This design comes from an exercise in tuning for small area and a short achievable clock period on the open sky130 flow, not from production work. At most, simulation tests tie the RTL to the original design; equivalence was not proved. Power and IR drop assume default switching activity.

build 64:
## systolic_array
module systolic_array (
    input  logic           clk,
    input  logic           rst,
    input  logic [31:0]    a_lanes,
    input  logic [31:0]    b_lanes,
    output logic [255:0]   c,
    output logic           done
);
Settings: LEC_CHECK=0, CAP_MARGIN=20, CORE_MARGIN=2, CORE_UTILIZATION=40, SETUP_SLACK_MARGIN=3.0, SLEW_MARGIN=20; clock period 5.5 ns.
standard.sh (not shown) runs the stock make flow with config.mk's settings and CLKGATE_MAP_FILE= SYNTH_SCRIPT=/design/flow/synth_recipe.tcl, a recipe that flattens the netlist after the stock synthesis.
==> flow/flow/run.sh <==
#!/bin/bash
# The standard layout (standard.sh, unchanged synthesis and steps), except
# that the port buffers are plain buffers instead of the delay buffers
# buffer_ports picks by default. make's full output goes to standard_make.log.
set -euo pipefail
export BUFFER_PORTS_ARGS="-buffer_cell sky130_fd_sc_hd__buf_1"
bash standard.sh > standard_make.log 2>&1
Build 64: full flow OK, the timing, design-rule and antenna checks passed
Input-level comparison between build 21 and build 64:
Settings: a change of CORE_UTILIZATION from 40 to 60; an added PLACE_DENSITY of 0.75; a change of SETUP_SLACK_MARGIN from 3.0 to 2.9; an added CTS_CLUSTER_SIZE of 22; an added CTS_CLUSTER_DIAMETER of 120.
==> comparison <==
Of build 64 and build 21, the run reporting the lower clock share of power was build 21. Of build 64 and build 21, build 21 shows the lower initial antenna violation count, with build 64 above it. Re sequential cell count: no difference whatsoever between build 64 and build 21. met3 capacity usage during global routing, build 64 and build 21, higher one = build 21. When the final numbers for build 64 and build 21 were put side by side, the number of CTS-inserted buffers turned out to be greater in build 64.
Edits applied to the flow inputs when going from build 21 to build 45:
Settings: a change of SETUP_SLACK_MARGIN from 2.9 to 2.6.
==> flow/run.sh (new file) <==
#!/bin/bash
# synth_recipe.tcl (not shown) runs the flow's synth.tcl, then flattens the netlist and writes it again
# the make line also repeats each setting of config.mk as NAME=value (left out here)
make -C /OpenROAD-flow-scripts/flow DESIGN_CONFIG=/design/flow/config.mk WORK_HOME=/design/flow/orfs CLKGATE_MAP_FILE= SYNTH_SCRIPT=/design/flow/synth_recipe.tcl finish
removed: flow/flow/run.sh
removed: flow/standard.sh
Notes after the runs:
Looking only at final-layout non-clock buffer area share, and setting everything else aside, the lower value of build 45 and build 21 goes to build 21.
Compared build 45 vs build 21, and relative max-transition margin is up in build 45.
Hold slack (build 45 over build 21): increase, 0.020 ns
In build 45 the non-filler instance count after layout turned out 63 lower than in build 21.
Relative to build 21, final critical-path share of the clock period has increased by 6.5 points in build 45.
[inputs] build 92 vs build 45
Settings: a change of SETUP_SLACK_MARGIN from 2.6 to 2.8; a change of CORE_UTILIZATION from 60 to 40; a deleted PLACE_DENSITY that had been 0.75.
==> flow/flow/run.sh (new file) <==
#!/bin/bash
# The standard layout (standard.sh, unchanged synthesis and steps), except
# that the port buffers are plain buffers instead of the delay buffers
# buffer_ports picks by default. make's full output goes to standard_make.log.
set -euo pipefail
export BUFFER_PORTS_ARGS="-buffer_cell sky130_fd_sc_hd__buf_1"
bash standard.sh > standard_make.log 2>&1
==> flow/standard.sh (new file) <==
#!/bin/bash
# synth_recipe.tcl (not shown) runs the flow's synth.tcl, then flattens the netlist and writes it again
# the make line also repeats each setting of config.mk as NAME=value (left out here)
make -C /OpenROAD-flow-scripts/flow DESIGN_CONFIG=/design/flow/config.mk WORK_HOME=/design/flow/orfs CLKGATE_MAP_FILE= SYNTH_SCRIPT=/design/flow/synth_recipe.tcl "${@:-finish}"
removed: flow/run.sh
Notes after the runs:
- What build 92 reported for power per unit of standard cell area has to be multiplied by 1.05 to get the figure for build 45.
- Compared to build 45, build 92 has part of the total power dissipated in the clock network 2.8 points higher.
- Delta (build 92 minus build 45): share of the cycle needed by the critical path after routing went down, width of the die climbed 22%, die outline area has increased, non-clock buffer count went up by about 10%.
- Number of clock buffers in the layout came out higher on build 92 than on build 45.
For build 34, these inputs were changed with respect to build 92:
Settings: CORE_UTILIZATION changed from 40 to 60; CAP_MARGIN changed from 20 to 5; PLACE_DENSITY newly set to 0.75; SLEW_MARGIN changed from 20 to 5; SETUP_SLACK_MARGIN changed from 2.8 to 2.9.
[summary]
Build 92 ended up with u_ctrl.shift$_DFF_P_ as its timing startpoint of the critical path; build 34 ended up with u_ctrl.keep$_DFF_P_.
Compared with build 92, in build 34 net total in the final layout shows an increase of 0.57%; portion of the clock cycle consumed by the worst path in the final layout lower; setup slack increased by 0.069 ns relative to the old numbers; leakage component of the power went up by 0.50%.
Measured against each other, build 92 and build 34 differ in via count of the first global-routing pass, the higher figure coming from build 34.

* * *

Starting RTL as in the previous note.
==> flow/config.mk <==
export PLATFORM = sky130hd
export DESIGN_NAME = systolic_array
export DESIGN_NICKNAME = systolic_array
export VERILOG_FILES = /design/flow/design.v
export SDC_FILE = /design/flow/constraint.sdc
export NUM_CORES = 4
export LEC_CHECK = 0
export CAP_MARGIN = 20
export CORE_MARGIN = 2
export CORE_UTILIZATION = 40
export SETUP_SLACK_MARGIN = 3.3
export SLEW_MARGIN = 20
==> flow/constraint.sdc <==
create_clock -name core_clock -period 5.5 [get_ports {clk}]
set_input_delay 1.1000 -clock core_clock [delete_from_list [all_inputs] [get_ports {clk}]]
set_output_delay 1.1000 -clock core_clock [all_outputs]
set_load 0.01 [all_outputs]
==> flow/flow/run.sh <==
#!/bin/bash
# The standard layout (standard.sh, unchanged synthesis and steps), except
# that the port buffers are plain buffers instead of the delay buffers
# buffer_ports picks by default. make's full output goes to standard_make.log.
set -euo pipefail
export BUFFER_PORTS_ARGS="-buffer_cell sky130_fd_sc_hd__buf_1"
bash standard.sh > standard_make.log 2>&1
Change:
Settings changed: CORE_UTILIZATION 40 to 70, CTS_CLUSTER_DIAMETER from default to 120, CTS_CLUSTER_SIZE from default to 22, PLACE_DENSITY from default to 0.85, SETUP_SLACK_MARGIN 3.3 to 2.9.
Result:
- die area went down by 42%
- fmax went down by 10%
- sequential share of layout area went up by 6.8 points
- final cell count went down by 21%
Change:
Settings changed: CORE_UTILIZATION 70 to 60, GPL_ROUTABILITY_DRIVEN from default to 0, PLACE_DENSITY 0.85 to 0.75.
What happened: Sequential cell count stays the same; global-route usage drops by 6.7 points; synthesized area does not change; die area climbs by 16%.
Change:
Settings changed: CORE_UTILIZATION 60 to 40, CTS_CLUSTER_DIAMETER 120 to default, CTS_CLUSTER_SIZE 22 to default, GPL_ROUTABILITY_DRIVEN 0 to default, PLACE_DENSITY 0.75 to default, SETUP_SLACK_MARGIN 2.9 to 2.6.
=> The changed run ran to the end with no violations; cell area went up by 2.2%; clock power went up by 96%; die area went up by 49%; worst setup slack is worse by 0.16 ns.
Change:
Settings changed: CORE_UTILIZATION 40 to 60, CTS_CLUSTER_DIAMETER from default to 120, CTS_CLUSTER_SIZE from default to 22, PLACE_DENSITY from default to 0.75, SETUP_SLACK_MARGIN 2.6 to 2.9, TNS_END_PERCENT from default to 5.
Outcome: Hold slack is worse by 0.0055 ns; die area goes down by 33%; design area is lower by 3.0%; critical path depth is unchanged; power is lower by 13%; clock skew climbs by 0.020 ns; sequential power stays flat.
Change:
Settings changed: CORE_UTILIZATION 60 to 40, CTS_CLUSTER_DIAMETER 120 to default, CTS_CLUSTER_SIZE 22 to default, PLACE_DENSITY 0.75 to default, SETUP_SLACK_MARGIN 2.9 to 2.8, TNS_END_PERCENT 5 to default.
=> Worst setup slack is about the same; die area is higher by 49%; worst hold slack hardly moves; fmax barely changes; wire length went up by 1.7%; sequential share of layout area is lower by 1.5 points; synthesized area stays the same; critical path depth came out higher by 1; global-route usage shrinks by 11 points; cell area climbs by 4.9%.

* * *

== JK ==
Starting RTL as in the previous note.
Settings: LEC_CHECK=0, CAP_MARGIN=20, CORE_MARGIN=2, CORE_UTILIZATION=40, CTS_BUF_LIST=sky130_fd_sc_hd__clkbuf_8, CTS_CLUSTER_SIZE=24, SETUP_SLACK_MARGIN=3.0, SLEW_MARGIN=20; clock period 5.5 ns.
Scripts as last shown in full above: flow/flow/run.sh
> inputs changed (JK -> MS)
Settings: CTS_BUF_LIST: sky130_fd_sc_hd__clkbuf_8 -> sky130_fd_sc_hd__clkbuf_4 sky130_fd_sc_hd__clkbuf_8; CTS_CLUSTER_SIZE: 24 -> 16.
## What came out
- Looking at JK and MS, the met1 track demand over resource in global routing is a wash.
- Ratio of final minimum period to clock period was lower in JK than in MS.
- From JK to MS the numbers moved as follows: synthesis-to-finish area growth now larger, die area comparable, share of total power in combinational logic now smaller.
- In the tables for JK and MS, post-layout total power reads lower with JK.
- In terms of combinational power, JK and MS differ only marginally.
- Delta (MS minus JK): post-synthesis compound-gate area fraction stayed essentially flat, design area stayed essentially flat.
- End point of the critical path: g_row[0].g_col[2].u_cell.acc[7] -> JK, g_row[1].g_col[2].u_cell.acc[7] -> MS
## Diff of input files: AL against MS
Settings: putting CTS_CLUSTER_DIAMETER at 120 where nothing was set; swapping 40 for 60 in CORE_UTILIZATION; clearing CTS_BUF_LIST, which used to be sky130_fd_sc_hd__clkbuf_4 sky130_fd_sc_hd__clkbuf_8; putting PLACE_DENSITY at 0.75 where nothing was set; swapping 16 for 22 in CTS_CLUSTER_SIZE; swapping 3.0 for 2.9 in SETUP_SLACK_MARGIN.
diff --git a/flow/flow/run.sh b/flow/flow/run.sh
--- a/flow/flow/run.sh
+++ b/flow/flow/run.sh
@@ -5,3 +5,3 @@
 set -euo pipefail
-export BUFFER_PORTS_ARGS="-buffer_cell sky130_fd_sc_hd__buf_1"
+export BUFFER_PORTS_ARGS="-buffer_cell sky130_fd_sc_hd__buf_2"
 bash standard.sh > standard_make.log 2>&1
Findings:
In the flow results for MS and AL, the largest net degree at the start of global routing is larger on AL.
Cell area: lower on AL
Data arrival time at the worst-slack endpoint in AL is 0.07 ns below MS.
The setup slack of the critical path after layout number comes out higher for MS vs AL.

* * *

systolic_array, a different RTL version from the one above (not shown whole).
Size in the first run: roughly 3,100 cells after synthesis, about 320 I/O pins, roughly 0.032 mm² of cells after synthesis.
## systolic_array
module systolic_array (
    input  logic           clk,
    input  logic           rst,
    input  logic [31:0]    a_lanes,
    input  logic [31:0]    b_lanes,
    output logic [255:0]   c,
    output logic           done
);
Settings: LEC_CHECK=0, CAP_MARGIN=20, CORE_MARGIN=2, CORE_UTILIZATION=60, CTS_CLUSTER_DIAMETER=120, CTS_CLUSTER_SIZE=22, PLACE_DENSITY=0.75, SETUP_SLACK_MARGIN=3.0, SLEW_MARGIN=20; clock period 5.5 ns.
==> flow/flow/run.sh <==
#!/bin/bash
# The standard layout (standard.sh, unchanged synthesis and steps), except
# that the port buffers are plain buffers instead of the delay buffers
# buffer_ports picks by default. make's full output goes to standard_make.log.
set -euo pipefail
export BUFFER_PORTS_ARGS="-buffer_cell sky130_fd_sc_hd__buf_1"
bash standard.sh > standard_make.log 2>&1
Edit:
--- a/flow/config.mk
+++ b/flow/config.mk
@@ -13,3 +13,3 @@
 export PLACE_DENSITY = 0.75
-export SETUP_SLACK_MARGIN = 3.0
+export SETUP_SLACK_MARGIN = 2.9
 export SLEW_MARGIN = 20
After rerunning:
- wire length drops by about 11%
- die area is unchanged
- clock skew climbs by 0.011 ns
- synthesized cell count does not change
No functional check of the RTL was part of any run of this note.

* * *

Setup of job 7423:
The RTL this note starts from:
==> flow/design.v <==
package systolic_pkg;
    localparam int ARRAY_SIZE = 4;
    localparam int OPERAND_W  = 8;
    localparam int PRODUCT_W  = 16;
    localparam int DIGIT_W = 5;
    localparam logic [15:0] ACC_INIT = 16'h0AC0;
    localparam int DONE_AT = 16;    
endpackage
`timescale 1ns/1ps
module booth_recoder (
    input  logic       clk,
    input  logic       act,
    input  logic       hi,
    input  logic [7:0] b,
    output logic [4:0] dl,    
    output logic [4:0] dh     
);
    function automatic logic [4:0] encode(input logic [2:0] g, input logic en);
        logic one, two, neg;
        one = g[1] ^ g[0];
        two = (g[2] & ~g[1] & ~g[0]) | (~g[2] & g[1] & g[0]);
        neg = g[2];
        encode = en ? {~neg, one | two, neg, two, one} : 5'b0;
    endfunction
    logic [2:0] gl, gh;
    assign gh = hi ? b[7:5] : b[3:1];
    assign gl = hi ? b[5:3] : {b[1:0], 1'b0};
    always_ff @(posedge clk) begin
        dl <= encode(gl, act);
        dh <= encode(gh, act);
    end
endmodule
`timescale 1ns/1ps
module booth_multiplier (
    input  logic [7:0] a,
    input  logic [4:0] d,     
    output logic [8:0] row
);
    logic [8:0] a2;
    assign a2 = {a, 1'b0};
    for (genvar k = 0; k < 8; k++) begin : g_bit
        assign row[k] = ((d[0] & a[k]) | (d[1] & a2[k])) ^ d[2];
    end
    assign row[8] = (d[3] & a[7]) ^ d[4];
endmodule
`timescale 1ns/1ps
module mac_cell (
    input  logic        clk,
    input  logic        keep,
    input  logic        shift,
    input  logic        init,
    input  logic [7:0]  a,
    input  logic [4:0]  dl,
    input  logic [4:0]  dh,
    output logic [15:0] acc
);
    localparam logic [15:0] K = systolic_pkg::ACC_INIT;
    logic [8:0]  rl, rh;
    logic [15:0] f, s, c, sum;
    logic [19:0] acc_sh;
    logic [11:0] cy;       
    logic [3:0]  cs;       
    logic [3:0]  cin;
    logic [16:0] rip;
    logic [3:0]  cout;
    booth_multiplier u_rl (.a(a), .d(dl), .row(rl));
    booth_multiplier u_rh (.a(a), .d(dh), .row(rh));
    assign acc_sh = {acc, 4'b0};
    for (genvar k = 0; k < 16; k++) begin : g_fb
        assign f[k] = (keep & acc[k]) | (shift & acc_sh[k]) | (init & K[k]);
    end
    assign cin[0] = dl[2];
    assign cin[1] = keep & cs[1];
    assign cin[2] = (keep & cs[2]) | (shift & cs[1]);
    assign cin[3] = (keep & cs[3]) | (shift & cs[2]);
    assign s[1:0] = f[1:0];
    assign c[1:0] = rl[1:0];
    assign c[2]   = dh[2];
    assign cy[2:0] = '0;
    for (genvar k = 2; k <= 8; k++) begin : g_csa
        assign s[k]    = f[k] ^ rl[k] ^ rh[k-2];
        assign cy[k+1] = (f[k] & rl[k]) | (f[k] & rh[k-2]) | (rl[k] & rh[k-2]);
    end
    assign c[8:3] = cy[8:3];
    assign s[9]   = f[9] ^ rh[7] ^ cy[9];
    assign cy[10] = (f[9] & rh[7]) | (f[9] & cy[9]) | (rh[7] & cy[9]);
    assign s[10]  = f[10] ^ rh[8] ^ cy[10];
    assign cy[11] = (f[10] & rh[8]) | (f[10] & cy[10]) | (rh[8] & cy[10]);
    assign c[10:9] = '0;
    assign c[11]   = cy[11];
    assign c[15:12] = '0;
    assign s[15:11] = f[15:11];
    for (genvar b = 0; b < 4; b++) begin : g_cpa
        assign {rip[4*b+4], sum[4*b +: 4]} = {1'b0, s[4*b +: 4]} + {1'b0, c[4*b +: 4]} + {4'b0, cin[b]};
    end
    assign rip[0] = 1'b0;
    assign cout = {rip[12], rip[8], rip[4], 1'b0};
    always_ff @(posedge clk) begin
        acc <= sum;
        cs  <= cout;
    end
endmodule
`timescale 1ns/1ps
module array_ctrl (
    input  logic       clk,
    input  logic       rst,
    output logic [3:0] load,       
    output logic       act_next,   
    output logic       hi_next,    
    output logic       keep,       
    output logic       shift,      
    output logic       init,       
    output logic       done
);
    logic [4:0] count;
    always_ff @(posedge clk or negedge rst) begin
        if (!rst) begin
            count <= '0;
            done  <= 1'b0;
        end else begin
            if (count != systolic_pkg::DONE_AT) count <= count + 1'b1;
            if (count == systolic_pkg::DONE_AT) done <= 1'b1;
        end
    end
    for (genvar n = 0; n < 4; n++) begin : g_load
        assign load[n] = (count <= n + 4);
    end
    assign act_next = (count >= 4) && (count <= 11);
    assign hi_next  = (count <= 7);
    always_ff @(posedge clk) begin
        init  <= (count == 4);
        shift <= (count == 8);
        keep  <= (count != 4) && (count != 8);
    end
endmodule
`timescale 1ns/1ps
module systolic_array (
    input  logic           clk,
    input  logic           rst,
    input  logic [31:0]    a_lanes,
    input  logic [31:0]    b_lanes,
    output logic [255:0]   c,
    output logic           done
);
    localparam int N = systolic_pkg::ARRAY_SIZE;
    logic [3:0]  load;
    logic        act_next, hi_next, keep, shift, init;
    logic [7:0]  ra [N][4];
    logic [3:0]  rb_lo [N][4];
    logic [3:0]  rb_hi [N][3];
    logic [7:0]  a_tap [N];
    logic [4:0]  dl [N];
    logic [4:0]  dh [N];
    array_ctrl u_ctrl (
        .clk      (clk),
        .rst      (rst),
        .load     (load),
        .act_next (act_next),
        .hi_next  (hi_next),
        .keep     (keep),
        .shift    (shift),
        .init     (init),
        .done     (done)
    );
    for (genvar n = 0; n < N; n++) begin : g_lane
        always_ff @(posedge clk) begin
            ra[n][0] <= load[n] ? a_lanes[8*n +: 8] : ra[n][3];
            for (int k = 1; k < 4; k++) ra[n][k] <= ra[n][k-1];
        end
        assign a_tap[n] = ra[n][3-n];
        logic [3:0] lo_in;
        logic [7:0] b_rd;
        assign lo_in = load[n] ? b_lanes[8*n +: 4] : rb_lo[n][3];
        always_ff @(posedge clk) begin
            rb_lo[n][0] <= lo_in;
            for (int k = 1; k < 4; k++) rb_lo[n][k] <= rb_lo[n][k-1];
        end
        if (n == 3) begin : g_rd_in
            assign b_rd = {b_lanes[8*n+4 +: 4], lo_in};
        end else begin : g_rd_ring
            always_ff @(posedge clk) begin
                rb_hi[n][0] <= b_lanes[8*n+4 +: 4];
                for (int k = 1; k <= 2 - n; k++) rb_hi[n][k] <= rb_hi[n][k-1];
            end
            assign b_rd = {rb_hi[n][2-n], rb_lo[n][2-n]};
        end
        booth_recoder u_rec (
            .clk (clk),
            .act (act_next),
            .hi  (hi_next),
            .b   (b_rd),
            .dl  (dl[n]),
            .dh  (dh[n])
        );
    end
    for (genvar i = 0; i < N; i++) begin : g_row
        for (genvar j = 0; j < N; j++) begin : g_col
            mac_cell u_cell (
                .clk   (clk),
                .keep  (keep),
                .shift (shift),
                .init  (init),
                .a     (a_tap[i]),
                .dl    (dl[j]),
                .dh    (dh[j]),
                .acc   (c[16*(4*i+j) +: 16])
            );
        end
    end
endmodule
==> flow/config.mk <==
export PLATFORM = sky130hd
export DESIGN_NAME = systolic_array
export DESIGN_NICKNAME = systolic_array
export VERILOG_FILES = /design/flow/design.v
export SDC_FILE = /design/flow/constraint.sdc
export NUM_CORES = 4
export LEC_CHECK = 0
export CAP_MARGIN = 20
export CORE_MARGIN = 2
export CORE_UTILIZATION = 40
export SETUP_SLACK_MARGIN = 3.2
export SLEW_MARGIN = 20
==> flow/constraint.sdc <==
create_clock -name core_clock -period 5.5 [get_ports {clk}]
set_input_delay 1.1000 -clock core_clock [delete_from_list [all_inputs] [get_ports {clk}]]
set_output_delay 1.1000 -clock core_clock [all_outputs]
set_load 0.01 [all_outputs]
==> flow/flow/run.sh <==
#!/bin/bash
# Standard layout, but the port buffers are plain buffers instead of the
# delay buffers buffer_ports picks by default.
set -euo pipefail
export BUFFER_PORTS_ARGS="-buffer_cell sky130_fd_sc_hd__buf_2"
bash standard.sh > standard_make.log 2>&1
Job 7423 completed end to end with timing, DRC and antenna clean.
Input-level comparison between job 655 and job 7423:
- SETUP_SLACK_MARGIN no longer set, was 3.2
==> flow/run.sh (new file) <==
#!/bin/bash
# synth_recipe.tcl (not shown) runs the flow's synth.tcl, then flattens the netlist and writes it again
# the make line also repeats each setting of config.mk as NAME=value (left out here)
make -C /OpenROAD-flow-scripts/flow DESIGN_CONFIG=/design/flow/config.mk WORK_HOME=/design/flow/orfs CLKGATE_MAP_FILE= SYNTH_SCRIPT=/design/flow/synth_recipe.tcl finish
removed: flow/flow/run.sh
removed: flow/standard.sh
### Flow results
- Going from job 7423 to job 655, final clock period utilization by the worst path grows by 19 points.
- Job 655 — total number of vias about 13% lower, job 7423 as reference
- Job 655 ended up with g_row[2].g_col[2].u_cell.cs[2]$_DFF_P_ as its critical path endpoint; job 7423 ended up with g_row[1].g_col[1].u_cell.cs[2]$_DFF_P_.
- In the flow results for job 655 and job 7423, the clock-buffer cell count is smaller on job 7423.
- Taking job 7423 as the reference, in job 655 leakage power fell about 16%; design internal power fell 2.6%; first-pass GRT wire length fell about 13%; net switching component of the power fell 0.60 mW; gate count of the mapped netlist about even.
- Diff job 7423 -> job 655: sequential fraction of total cell area went up, number of fill cells in the layout went up.
[inputs] job 8256 vs job 655
- setting SETUP_SLACK_MARGIN to 3.2 for the first time
--- outcome ---
For job 655, the most common cell after layout, fill and taps aside was sky130_fd_sc_hd__dfxtp_1, unlike job 8256, where it was sky130_fd_sc_hd__buf_4. Job 8256 reports a higher power than job 655 does. Between job 655 and job 8256, global-route total usage across every layer increased. Sort job 8256 and job 655 by proportion of final cell area spent on non-clock buffers, ascending, and job 655 comes first. Re peak per-stage delay on the critical path: job 8256 and job 655 aren't equal, and the higher value belongs to job 655. Diff job 8256..job 655 | cell area after technology mapping | unchanged.
Modified inputs, job 4235 compared to job 8256
- SETUP_SLACK_MARGIN changed from 3.2 to 2.5
Notes after the runs:
Across job 4235 and job 8256, none had a timing, DRC or antenna violation. On final critical-path share of the clock period, the higher figure sits with job 4235, not job 8256. Looking only at multi-input logic area, and setting everything else aside, the higher value of job 4235 and job 8256 goes to job 8256. Job 4235 vs job 8256: non-clock buffer area fraction after layout down in job 4235. Compared with job 8256, job 4235 shows global-route usage lower by 5.3 points.
Function was not checked in any run of this note: the RTL went through the layout flow alone.

[what the ideal ports hide]
In the flow no input, the clock included, has a driving cell. The finished layouts below were timed again as built, in two steps.
Step 1: set_driving_cell puts a clkbuf_16 on clk and a buf_2 on each other input, an assumption about the parent block.
Step 2 times the ports against the registers' clock, not the clock port: input delays grow and output delays shrink by t, the midpoint of the rising clock arrivals with the driver on.
a / b / c = ideal ports / drivers / drivers and shift; a / b = the first two.
run | t (ns) | slack for setup (ns) | worst setup path at the end | worst register clock-pin slew, ns | worst slew at a driven data input, ns
build 64 | 0.677 | 2.962 / 2.947 / 2.962 | register to register | 0.06 / 0.06 | 0.08
build 21 | 0.689 | 2.930 / 2.874 / 2.930 | register to register | 0.11 / 0.11 | 0.05
build 45 | 0.683 | 2.574 / 2.524 / 2.574 | register to register | 0.10 / 0.10 | 0.04
build 92 | 0.702 | 2.861 / 2.861 / 2.861 | register to register | 0.10 / 0.10 | 0.09
build 34 | 0.689 | 2.930 / 2.874 / 2.930 | register to register | 0.11 / 0.11 | 0.05
the first run of note 2 | 0.696 | 2.923 / 2.923 / 2.923 | register to register | 0.07 / 0.07 | 0.08
the second run of note 2 | 0.697 | 2.629 / 2.629 / 2.629 | register to register | 0.11 / 0.11 | 0.05
the third run of note 2 | 0.694 | 2.869 / 2.869 / 2.869 | register to register | 0.11 / 0.11 | 0.05
the fourth run of note 2 | 0.657 | 2.704 / 2.704 / 2.704 | register to register | 0.07 / 0.07 | 0.08
the fifth run of note 2 | 0.680 | 2.852 / 2.852 / 2.852 | register to register | 0.11 / 0.11 | 0.07
the sixth run of note 2 | 0.668 | 2.849 / 2.849 / 2.849 | register to register | 0.06 / 0.06 | 0.08
JK | 0.788 | 2.997 / 2.970 / 2.997 | register to register | 0.07 / 0.07 | 0.08
MS | 0.786 | 2.951 / 2.951 / 2.951 | register to register | 0.07 / 0.07 | 0.08
AL | 0.679 | 2.875 / 2.875 / 2.875 | register to register | 0.11 / 0.11 | 0.04
the first run of note 4 | 0.703 | 2.629 / 2.629 / 2.629 | register to register | 0.11 / 0.11 | 0.05
the second run of note 4 | 0.682 | 2.884 / 2.884 / 2.884 | register to register | 0.10 / 0.10 | 0.06
job 7423 | 0.699 | 2.816 / 2.816 / 2.585 | input to register | 0.06 / 0.06 | 0.06
job 655 | 0.671 | 1.794 / 1.794 / 1.794 | register to register | 0.06 / 0.06 | 0.11
job 8256 | 0.677 | 2.828 / 2.828 / 2.497 | input to register | 0.07 / 0.07 | 0.08
job 4235 | 0.666 | 2.527 / 2.527 / 2.527 | register to register | 0.06 / 0.06 | 0.10
After both steps setup and hold are still met in every run listed. For job 8256, which loses most, drivers alone change the setup slack by 0.000 ns; drivers and shift together by -0.331 ns.
